This is an optimization exercise on Yosys and OpenROAD, whose aim is small area, a short achievable clock period and few clock cycles per item, not a production implementation.

==> build 37: inputs <==
==> flow/design.v <==
package stk_pkg;
    localparam int K_MAX     = 8;
    localparam int SCORE_W   = 32;
    localparam int IDX_W     = 18;
    localparam int KCFG_W    = 4;
    localparam int MTDATA_W  = 56;
endpackage
module stk_gt
(
    input  logic [31:0] a,
    input  logic [31:0] b,
    output logic        gt
);
    logic [31:0] g0, e0;
    logic [15:0] g1, e1;
    logic [7:0]  g2, e2;
    logic [3:0]  g3, e3;
    logic [1:0]  g4, e4;
    always_comb
    begin
        for (int i = 0; i < 31; i++)
        begin
            g0[i] = a[i] & ~b[i];
            e0[i] = ~(a[i] ^ b[i]);
        end
        g0[31] = ~a[31] & b[31];
        e0[31] = ~(a[31] ^ b[31]);
        for (int i = 0; i < 16; i++)
        begin
            g1[i] = g0[2*i+1] | (e0[2*i+1] & g0[2*i]);
            e1[i] = e0[2*i+1] & e0[2*i];
        end
        for (int i = 0; i < 8; i++)
        begin
            g2[i] = g1[2*i+1] | (e1[2*i+1] & g1[2*i]);
            e2[i] = e1[2*i+1] & e1[2*i];
        end
        for (int i = 0; i < 4; i++)
        begin
            g3[i] = g2[2*i+1] | (e2[2*i+1] & g2[2*i]);
            e3[i] = e2[2*i+1] & e2[2*i];
        end
        for (int i = 0; i < 2; i++)
        begin
            g4[i] = g3[2*i+1] | (e3[2*i+1] & g3[2*i]);
            e4[i] = e3[2*i+1] & e3[2*i];
        end
        gt = g4[1] | (e4[1] & g4[0]);
    end
endmodule
module streaming_top_k_selector_core
(
    input  logic         clk,
    input  logic         rst_n,
    input  logic         cfg_we,
    input  logic [3:0]   cfg_wdata,
    input  logic         s_tvalid,
    output logic         s_tready,
    input  logic [31:0]  s_tdata,
    input  logic         s_tlast,
    output logic         m_tvalid,
    input  logic         m_tready,
    output logic [55:0]  m_tdata,
    output logic [0:0]   m_tuser,
    output logic         m_tlast
);
    localparam logic [17:0] POS_LIMIT = 18'h3FFFF;
    logic [7:0]  km_cfg;         
    logic [17:0] pos_reg;        
    logic        first_reg;      
    logic        rdy_reg;        
    logic        ok_reg;         
    logic        s1_v;
    logic        s1_last;
    logic [7:0]  s1_km;
    logic [31:0] s1_score;
    logic        s2_v;
    logic        s2_last;
    logic [7:0]  s2_km;
    logic [31:0] s2_score;
    logic [17:0] s2_idx;
    logic [7:0]  bt_reg;         
    logic [31:0] sc_reg [8];
    logic [17:0] ix_reg [8];
    logic [7:0]  vld_reg;        
    logic        act_reg;        
    logic [7:0]  ptr_reg;        
    logic [7:0]  rem_reg;        
    logic [7:0]  fil_reg;        
    logic [7:0]  gap_reg;        
    logic [6:0]  room_reg;       
    logic        out_v;
    logic        out_last;
    logic        out_user;
    logic [49:0] out_data;
    logic [7:0]  chain;
    logic [7:0]  at;
    logic [7:0]  sd;
    logic [7:0]  hold;
    logic        ins;
    logic        adj;
    logic        s2_end;
    always_comb
    begin
        chain[0] = 1'b0;
        for (int m = 1; m < 8; m++)
        begin
            chain[m] = chain[m-1] || bt_reg[m-1];
        end
        ins = |bt_reg;
        adj = act_reg && !gap_reg[0];
        for (int m = 0; m < 8; m++)
        begin
            at[m] = bt_reg[m] && !chain[m];
            sd[m] = chain[m] && ((m == 0 ? 1'b1 : vld_reg[(m > 0) ? m - 1 : 0]) || adj);
            hold[m] = !(sd[m] || at[m]);
        end
        s2_end = s2_v && s2_last;
    end
    logic [7:0] gl;
    logic       gi;
    for (genvar j = 0; j < 8; j++)
    begin : g_cmp
        stk_gt u_gt (.a(s1_score), .b(sc_reg[j]), .gt(gl[j]));
    end
    stk_gt u_gti (.a(s1_score), .b(s2_score), .gt(gi));
    logic        load;
    logic        drain_end;
    logic [49:0] pick;
    assign load      = act_reg && (!out_v || m_tready);
    assign drain_end = !rem_reg[1];
    always_comb
    begin
        pick = '0;
        for (int j = 0; j < 8; j++)
        begin
            pick = pick | ({sc_reg[j], ix_reg[j]} & {50{ptr_reg[j]}});
        end
    end
    logic        move;
    logic        accept;
    logic        s1_load;
    logic        s1_v_n;
    logic        s1_last_n;
    logic        s2_v_n;
    logic        s2_end_n;
    logic [7:0]  vld_ins;
    logic [7:0]  vld_n;
    logic        act_n;
    logic [7:0]  ptr_n;
    logic [7:0]  rem_n;
    logic [7:0]  fil_n;
    logic [7:0]  gap_n;
    logic [6:0]  room_n;
    logic        out_v_n;
    logic [7:0]  g_n;
    logic        push;           
    assign move    = s1_v && ok_reg;
    assign accept  = s_tvalid && rdy_reg;
    assign s1_load = !s1_v || ok_reg;
    assign push    = adj && ins;
    always_comb
    begin
        s1_v_n    = accept || (s1_v && !ok_reg);
        s1_last_n = s1_load ? s_tlast : s1_last;
        s2_v_n    = move;
        s2_end_n  = move && s1_last;
        out_v_n   = load || (out_v && !m_tready);
        vld_ins   = ins ? {vld_reg[6:0], 1'b1} : vld_reg;
        if (s2_end)
        begin
            vld_n  = 8'd0;
            act_n  = 1'b1;
            ptr_n  = 8'd1;
            rem_n  = s2_km;
            fil_n  = vld_ins;
            gap_n  = 8'd0;
            for (int i = 0; i < 7; i++)
            begin
                room_n[i] = !s2_km[7-i];
            end
        end
        else
        begin
            vld_n  = vld_ins;
            act_n  = act_reg && !(load && drain_end);
            ptr_n  = ptr_reg;
            if (load)
                ptr_n = {ptr_n[6:0], 1'b0};
            if (push)
                ptr_n = {ptr_n[6:0], 1'b0};
            rem_n  = load ? {1'b0, rem_reg[7:1]} : rem_reg;
            fil_n  = load ? {1'b0, fil_reg[7:1]} : fil_reg;
            gap_n  = gap_reg;
            if (load && !(ins && !adj))
                gap_n = {gap_reg[6:0], 1'b1};
            else if (!load && ins && !adj)
                gap_n = {1'b0, gap_reg[7:1]};
            room_n = push ? {1'b0, room_reg[6:1]} : room_reg;
        end
        for (int m = 0; m < 8; m++)
        begin
            if (sd[m])
                g_n[m] = gl[(m > 0) ? m - 1 : 0];
            else if (at[m])
                g_n[m] = gi;
            else
                g_n[m] = gl[m];
        end
    end
    logic ld1;
    logic safe1;
    logic blocked1;
    logic ok_n;
    always_comb
    begin
        ld1      = act_n && !out_v_n;
        blocked1 = s1_last_n && (act_n || s2_end_n);
        if (s2_end_n)
            safe1 = !s1_km[7];
        else if (!act_n)
            safe1 = 1'b1;
        else if (!s2_v_n)
            safe1 = gap_n[0] || room_n[0] || ld1;
        else if (gap_n[0])
            safe1 = gap_n[1] || room_n[0] || ld1;
        else
            safe1 = room_n[1] || ld1;
        ok_n = !blocked1 && safe1;
    end
    assign s_tready = rdy_reg;
    assign m_tvalid = out_v;
    assign m_tlast  = out_last;
    assign m_tuser  = out_user;
    assign m_tdata  = {6'b0, out_data};
    always_ff @(posedge clk or negedge rst_n)
    begin
        if (!rst_n)
        begin
            km_cfg    <= 8'h0F;
            first_reg <= 1'b1;
            rdy_reg   <= 1'b1;
            ok_reg    <= 1'b1;
            s1_v      <= 1'b0;
            s2_v      <= 1'b0;
            vld_reg   <= 8'd0;
            act_reg   <= 1'b0;
            out_v     <= 1'b0;
        end
        else
        begin
            if (cfg_we)
            begin
                if (cfg_wdata == 4'd0)
                    km_cfg <= 8'h01;
                else if (cfg_wdata > 4'd8)
                    km_cfg <= 8'hFF;
                else
                    km_cfg <= 8'((9'd1 << cfg_wdata) - 9'd1);
            end
            if (accept)
            begin
                first_reg <= s_tlast;
            end
            rdy_reg <= !s1_v_n || ok_n;
            ok_reg  <= ok_n;
            s1_v    <= s1_v_n;
            s2_v    <= s2_v_n;
            vld_reg <= vld_n;
            act_reg <= act_n;
            out_v   <= out_v_n;
        end
    end
    always_ff @(posedge clk)
    begin
        if (accept)
        begin
            if (first_reg)
                pos_reg <= '0;
            else if (pos_reg != POS_LIMIT)
                pos_reg <= pos_reg + 18'd1;
        end
        if (s1_load)
        begin
            s1_km    <= km_cfg;
            s1_score <= s_tdata;
        end
        s1_last  <= s1_last_n;
        s2_last  <= s1_last;
        s2_km    <= s1_km;
        s2_score <= s1_score;
        s2_idx   <= pos_reg;
        for (int m = 0; m < 8; m++)
        begin
            bt_reg[m] <= move && s1_km[m] && (!vld_n[m] || g_n[m]);
            sc_reg[m] <= (sc_reg[m] & {32{hold[m]}})
                       | (sc_reg[(m > 0) ? m - 1 : 0] & {32{sd[m]}})
                       | (s2_score & {32{at[m]}});
            ix_reg[m] <= (ix_reg[m] & {18{hold[m]}})
                       | (ix_reg[(m > 0) ? m - 1 : 0] & {18{sd[m]}})
                       | (s2_idx & {18{at[m]}});
        end
        ptr_reg  <= ptr_n;
        rem_reg  <= rem_n;
        fil_reg  <= fil_n;
        gap_reg  <= gap_n;
        room_reg <= room_n;
        if (load)
        begin
            out_last <= drain_end;
            out_user <= fil_reg[0];
            out_data <= fil_reg[0] ? pick : {32'h8000_0000, 18'b0};
        end
    end
endmodule
==> flow/run.sh <==
#!/bin/bash
# synth_recipe.tcl (not shown) runs the flow's synth.tcl, then flattens the netlist and writes it again
# the make line also repeats each setting of config.mk as NAME=value (left out here)
make -C /OpenROAD-flow-scripts/flow DESIGN_CONFIG=/design/flow/config.mk WORK_HOME=/design/flow/orfs CLKGATE_MAP_FILE= SYNTH_SCRIPT=/design/flow/synth_recipe.tcl finish
==> flow/config.mk <==
export PLATFORM = sky130hd
export DESIGN_NAME = streaming_top_k_selector_core
export DESIGN_NICKNAME = streaming_top_k_selector_core
export VERILOG_FILES = /design/flow/design.v
export SDC_FILE = /design/flow/constraint.sdc
export NUM_CORES = 4
export LEC_CHECK = 0
export CAP_MARGIN = 20
export CORE_MARGIN = 2
export CORE_UTILIZATION = 40
export CTS_BUF_LIST = sky130_fd_sc_hd__clkbuf_4 sky130_fd_sc_hd__clkbuf_8
export PLACE_DENSITY = 0.6
export SETUP_SLACK_MARGIN = 3.5
export SLEW_MARGIN = 20
==> flow/constraint.sdc <==
create_clock -name core_clock -period 6.0 [get_ports {clk}]
set_input_delay 1.2000 -clock core_clock [delete_from_list [all_inputs] [get_ports {clk}]]
set_output_delay 1.2000 -clock core_clock [all_outputs]
set_load 0.01 [all_outputs]
==> trial 47: changes against build 37 <==
--- a/flow/design.v
+++ b/flow/design.v
@@ -68,2 +68,3 @@
     logic [7:0]  km_cfg;         
+    logic [2:0]  kc_cfg;         
     logic [17:0] pos_reg;        
@@ -75,2 +76,3 @@
     logic [7:0]  s1_km;
+    logic [2:0]  s1_kc;
     logic [31:0] s1_score;
@@ -78,3 +80,3 @@
     logic        s2_last;
-    logic [7:0]  s2_km;
+    logic [2:0]  s2_kc;
     logic [31:0] s2_score;
@@ -86,7 +88,5 @@
     logic        act_reg;        
-    logic [7:0]  ptr_reg;        
-    logic [7:0]  rem_reg;        
-    logic [7:0]  fil_reg;        
-    logic [7:0]  gap_reg;        
-    logic [6:0]  room_reg;       
+    logic [2:0]  ptr_reg;        
+    logic [2:0]  tail_reg;       
+    logic [3:0]  fr_reg;         
     logic        out_v;
@@ -98,3 +98,2 @@
     logic [7:0]  sd;
-    logic [7:0]  hold;
     logic        ins;
@@ -102,2 +101,3 @@
     logic        s2_end;
+    logic [3:0]  n_cur;
     always_comb
@@ -110,3 +110,4 @@
         ins = |bt_reg;
-        adj = act_reg && !gap_reg[0];
+        n_cur = 4'($countones(vld_reg));
+        adj = act_reg && (n_cur == {1'b0, ptr_reg});
         for (int m = 0; m < 8; m++)
@@ -115,3 +116,2 @@
             sd[m] = chain[m] && ((m == 0 ? 1'b1 : vld_reg[(m > 0) ? m - 1 : 0]) || adj);
-            hold[m] = !(sd[m] || at[m]);
         end
@@ -126,15 +126,10 @@
     stk_gt u_gti (.a(s1_score), .b(s2_score), .gt(gi));
-    logic        load;
-    logic        drain_end;
-    logic [49:0] pick;
+    logic beat;
+    logic load;
+    logic drain_end;
+    logic filled;
+    assign beat      = out_v && m_tready;
     assign load      = act_reg && (!out_v || m_tready);
-    assign drain_end = !rem_reg[1];
-    always_comb
-    begin
-        pick = '0;
-        for (int j = 0; j < 8; j++)
-        begin
-            pick = pick | ({sc_reg[j], ix_reg[j]} & {50{ptr_reg[j]}});
-        end
-    end
+    assign drain_end = (ptr_reg == tail_reg);
+    assign filled    = (fr_reg != 4'd0);
     logic        move;
@@ -145,14 +140,12 @@
     logic        s2_v_n;
-    logic        s2_end_n;
-    logic [7:0]  vld_ins;
+    logic        s2_last_n;
+    logic [2:0]  s2_kc_n;
     logic [7:0]  vld_n;
+    logic [7:0]  vld_ins;
     logic        act_n;
-    logic [7:0]  ptr_n;
-    logic [7:0]  rem_n;
-    logic [7:0]  fil_n;
-    logic [7:0]  gap_n;
-    logic [6:0]  room_n;
+    logic [2:0]  ptr_n;
+    logic [2:0]  tail_n;
     logic        out_v_n;
     logic [7:0]  g_n;
-    logic        push;           
+    logic        ok_n;
     assign move    = s1_v && ok_reg;
@@ -160,3 +153,2 @@
     assign s1_load = !s1_v || ok_reg;
-    assign push    = adj && ins;
     always_comb
@@ -166,3 +158,4 @@
         s2_v_n    = move;
-        s2_end_n  = move && s1_last;
+        s2_last_n = s1_last;
+        s2_kc_n   = s1_kc;
         out_v_n   = load || (out_v && !m_tready);
@@ -173,10 +166,4 @@
             act_n  = 1'b1;
-            ptr_n  = 8'd1;
-            rem_n  = s2_km;
-            fil_n  = vld_ins;
-            gap_n  = 8'd0;
-            for (int i = 0; i < 7; i++)
-            begin
-                room_n[i] = !s2_km[7-i];
-            end
+            ptr_n  = 3'd0;
+            tail_n = s2_kc;
         end
@@ -186,15 +173,4 @@
             act_n  = act_reg && !(load && drain_end);
-            ptr_n  = ptr_reg;
-            if (load)
-                ptr_n = {ptr_n[6:0], 1'b0};
-            if (push)
-                ptr_n = {ptr_n[6:0], 1'b0};
-            rem_n  = load ? {1'b0, rem_reg[7:1]} : rem_reg;
-            fil_n  = load ? {1'b0, fil_reg[7:1]} : fil_reg;
-            gap_n  = gap_reg;
-            if (load && !(ins && !adj))
-                gap_n = {gap_reg[6:0], 1'b1};
-            else if (!load && ins && !adj)
-                gap_n = {1'b0, gap_reg[7:1]};
-            room_n = push ? {1'b0, room_reg[6:1]} : room_reg;
+            ptr_n  = ptr_reg + 3'(load) + 3'(adj && ins);
+            tail_n = tail_reg + 3'(adj && ins);
         end
@@ -210,20 +186,33 @@
     end
-    logic ld1;
-    logic safe1;
-    logic blocked1;
-    logic ok_n;
+    logic [3:0] n1;
+    logic [3:0] p1;
+    logic [3:0] t1;
+    logic       adj1;
+    logic       ld1;
+    logic       act1;
+    logic       safe1;
+    logic       blocked1;
+    logic [3:0] nn;
     always_comb
     begin
+        nn       = 4'($countones(vld_n));
+        blocked1 = s1_last_n && (act_n || (s2_v_n && s2_last_n));
         ld1      = act_n && !out_v_n;
-        blocked1 = s1_last_n && (act_n || s2_end_n);
-        if (s2_end_n)
-            safe1 = !s1_km[7];
+        adj1     = (nn == {1'b0, ptr_n});
+        n1       = nn + 4'(s2_v_n);
+        p1       = {1'b0, ptr_n} + 4'(adj1 && s2_v_n) + 4'(ld1);
+        t1       = {1'b0, tail_n} + 4'(adj1 && s2_v_n);
+        act1     = !(ld1 && ptr_n == tail_n);
+        if (s2_v_n && s2_last_n)
+        begin
+            safe1 = (s2_kc_n != 3'd7);
+        end
         else if (!act_n)
+        begin
             safe1 = 1'b1;
-        else if (!s2_v_n)
-            safe1 = gap_n[0] || room_n[0] || ld1;
-        else if (gap_n[0])
-            safe1 = gap_n[1] || room_n[0] || ld1;
+        end
         else
-            safe1 = room_n[1] || ld1;
+        begin
+            safe1 = !act1 || (p1 > n1) || (t1 <= 4'd6);
+        end
         ok_n = !blocked1 && safe1;
@@ -240,2 +229,3 @@
             km_cfg    <= 8'h0F;
+            kc_cfg    <= 3'd3;
             first_reg <= 1'b1;
@@ -254,7 +244,16 @@
                 if (cfg_wdata == 4'd0)
+                begin
+                    kc_cfg <= 3'd0;
                     km_cfg <= 8'h01;
+                end
                 else if (cfg_wdata > 4'd8)
+                begin
+                    kc_cfg <= 3'd7;
                     km_cfg <= 8'hFF;
+                end
                 else
+                begin
+                    kc_cfg <= 3'(cfg_wdata - 4'd1);
                     km_cfg <= 8'((9'd1 << cfg_wdata) - 9'd1);
+                end
             end
@@ -285,2 +284,3 @@
             s1_km    <= km_cfg;
+            s1_kc    <= kc_cfg;
             s1_score <= s_tdata;
@@ -288,4 +288,4 @@
         s1_last  <= s1_last_n;
-        s2_last  <= s1_last;
-        s2_km    <= s1_km;
+        s2_last  <= s2_last_n;
+        s2_kc    <= s2_kc_n;
         s2_score <= s1_score;
@@ -295,14 +295,19 @@
             bt_reg[m] <= move && s1_km[m] && (!vld_n[m] || g_n[m]);
-            sc_reg[m] <= (sc_reg[m] & {32{hold[m]}})
-                       | (sc_reg[(m > 0) ? m - 1 : 0] & {32{sd[m]}})
-                       | (s2_score & {32{at[m]}});
-            ix_reg[m] <= (ix_reg[m] & {18{hold[m]}})
-                       | (ix_reg[(m > 0) ? m - 1 : 0] & {18{sd[m]}})
-                       | (s2_idx & {18{at[m]}});
+            if (sd[m])
+            begin
+                sc_reg[m] <= sc_reg[(m > 0) ? m - 1 : 0];
+                ix_reg[m] <= ix_reg[(m > 0) ? m - 1 : 0];
+            end
+            else if (at[m])
+            begin
+                sc_reg[m] <= s2_score;
+                ix_reg[m] <= s2_idx;
+            end
         end
         ptr_reg  <= ptr_n;
-        rem_reg  <= rem_n;
-        fil_reg  <= fil_n;
-        gap_reg  <= gap_n;
-        room_reg <= room_n;
+        tail_reg <= tail_n;
+        if (s2_end)
+            fr_reg <= 4'($countones(vld_ins));
+        else if (load && filled)
+            fr_reg <= fr_reg - 4'd1;
         if (load)
@@ -310,4 +315,4 @@
             out_last <= drain_end;
-            out_user <= fil_reg[0];
-            out_data <= fil_reg[0] ? pick : {32'h8000_0000, 18'b0};
+            out_user <= filled;
+            out_data <= filled ? {sc_reg[ptr_reg], ix_reg[ptr_reg]} : {32'h8000_0000, 18'b0};
         end
- CTS_BUF_LIST: sky130_fd_sc_hd__clkbuf_4 sky130_fd_sc_hd__clkbuf_8 -> default
- SETUP_SLACK_MARGIN: 3.5 -> 3.4
==> build 88: changes against build 37 <==
--- a/flow/design.v
+++ b/flow/design.v
@@ -98,3 +98,2 @@
     logic [7:0]  sd;
-    logic [7:0]  hold;
     logic        ins;
@@ -115,3 +114,2 @@
             sd[m] = chain[m] && ((m == 0 ? 1'b1 : vld_reg[(m > 0) ? m - 1 : 0]) || adj);
-            hold[m] = !(sd[m] || at[m]);
         end
@@ -295,8 +293,12 @@
             bt_reg[m] <= move && s1_km[m] && (!vld_n[m] || g_n[m]);
-            sc_reg[m] <= (sc_reg[m] & {32{hold[m]}})
-                       | (sc_reg[(m > 0) ? m - 1 : 0] & {32{sd[m]}})
-                       | (s2_score & {32{at[m]}});
-            ix_reg[m] <= (ix_reg[m] & {18{hold[m]}})
-                       | (ix_reg[(m > 0) ? m - 1 : 0] & {18{sd[m]}})
-                       | (s2_idx & {18{at[m]}});
+            if (sd[m])
+            begin
+                sc_reg[m] <= sc_reg[(m > 0) ? m - 1 : 0];
+                ix_reg[m] <= ix_reg[(m > 0) ? m - 1 : 0];
+            end
+            else if (at[m])
+            begin
+                sc_reg[m] <= s2_score;
+                ix_reg[m] <= s2_idx;
+            end
         end
- CTS_BUF_LIST: sky130_fd_sc_hd__clkbuf_4 sky130_fd_sc_hd__clkbuf_8 -> default
- SETUP_SLACK_MARGIN: 3.5 -> 3.8
==> summary.txt <==
quantity	build 37	trial 47	build 88
Wire per inst	25.8 microns	26.8 microns	28.4 microns
Most area-hungry cell type in the Yosys netlist	sky130_fd_sc_hd__dfxtp_1	sky130_fd_sc_hd__edfxtp_1	sky130_fd_sc_hd__edfxtp_1
Horiz. Die Dim	284 microns	295 microns	291 microns
TritonCTS Buffers	110	71	73
Logic depth of the worst setup path including buffers	9	26	9
Summed instance area of the synthesized netlist	31300 sq um	34000 sq um	33000 sq um
Xor/xnor share of the synthesized area	0.448%	0.851%	0.398%
Run status	finished clean	complete, but fails checks	finished clean
Layout check failures	-	capacitance limit, slew limit, setup timing	-
Final-layout non-clock buffer area share	6.77%	9.53%	10.4%
Most common cell after layout, fill and taps aside	sky130_fd_sc_hd__nand2_1	sky130_fd_sc_hd__edfxtp_1	sky130_fd_sc_hd__edfxtp_1
Worst setup timing slack at the placement stage	2480 ps	-632 ps	2080 ps
Synth Area in Simple Gates	13.0%	8.49%	8.98%
Met2 capacity usage during global routing	44.4%	39.3%	42.8%
Largest net degree at the start of global routing	60	120	85
Worst Reg-to-Reg Cells	9	26	9
Fraction of area in multi-input gates	41.8%	37.4%	35.3%
Max-slew violation total from the final report	0	9	0
Synthesis-to-finish area growth	21.7%	25.0%	28.8%
Multi-input combinational cell area	15900 sq um	15900 sq um	15000 sq um
Worst-skew pair later-pin latency	770 ps	630 ps	650 ps
Detailed-route via count	28400	27000	27400
Wire length on met1	48.9 mm	48.8 mm	47.3 mm
No run of this note included a check of the RTL's function; only the layout flow was run.

## afterwards: timing with drivers on the ports
The flow's constraints put no driver on any port. The routed layouts listed below were extracted and timed again, unchanged, in two steps. Step 1, drivers: a clkbuf_16 drives clk and a buf_2 each remaining input, both assumed. Step 2 also shifts input and output timing later by t, the mid clock arrival at the registers, as if the neighbouring blocks saw the same clock. Slacks: no drivers / after step 1 / after step 2; pairs: no drivers / after step 1.
run | t (ns) | setup slack, ns | worst setup path at the end | worst register clock-pin slew, ns | cell pins on the clock port's net
build 37 | 0.800 | 3.376 / 3.340 / 2.883 | input to register | 0.07 / 0.07 | 1
trial 47 | 0.682 | -0.500 / -0.500 / -0.500 | register to register | 0.07 / 0.07 | 1
build 88 | 0.700 | 3.287 / 3.287 / 3.163 | input to register | 0.07 / 0.07 | 1
The setup slack of build 37, which loses most, moves by -0.036 ns with the drivers and by -0.493 ns with both steps.
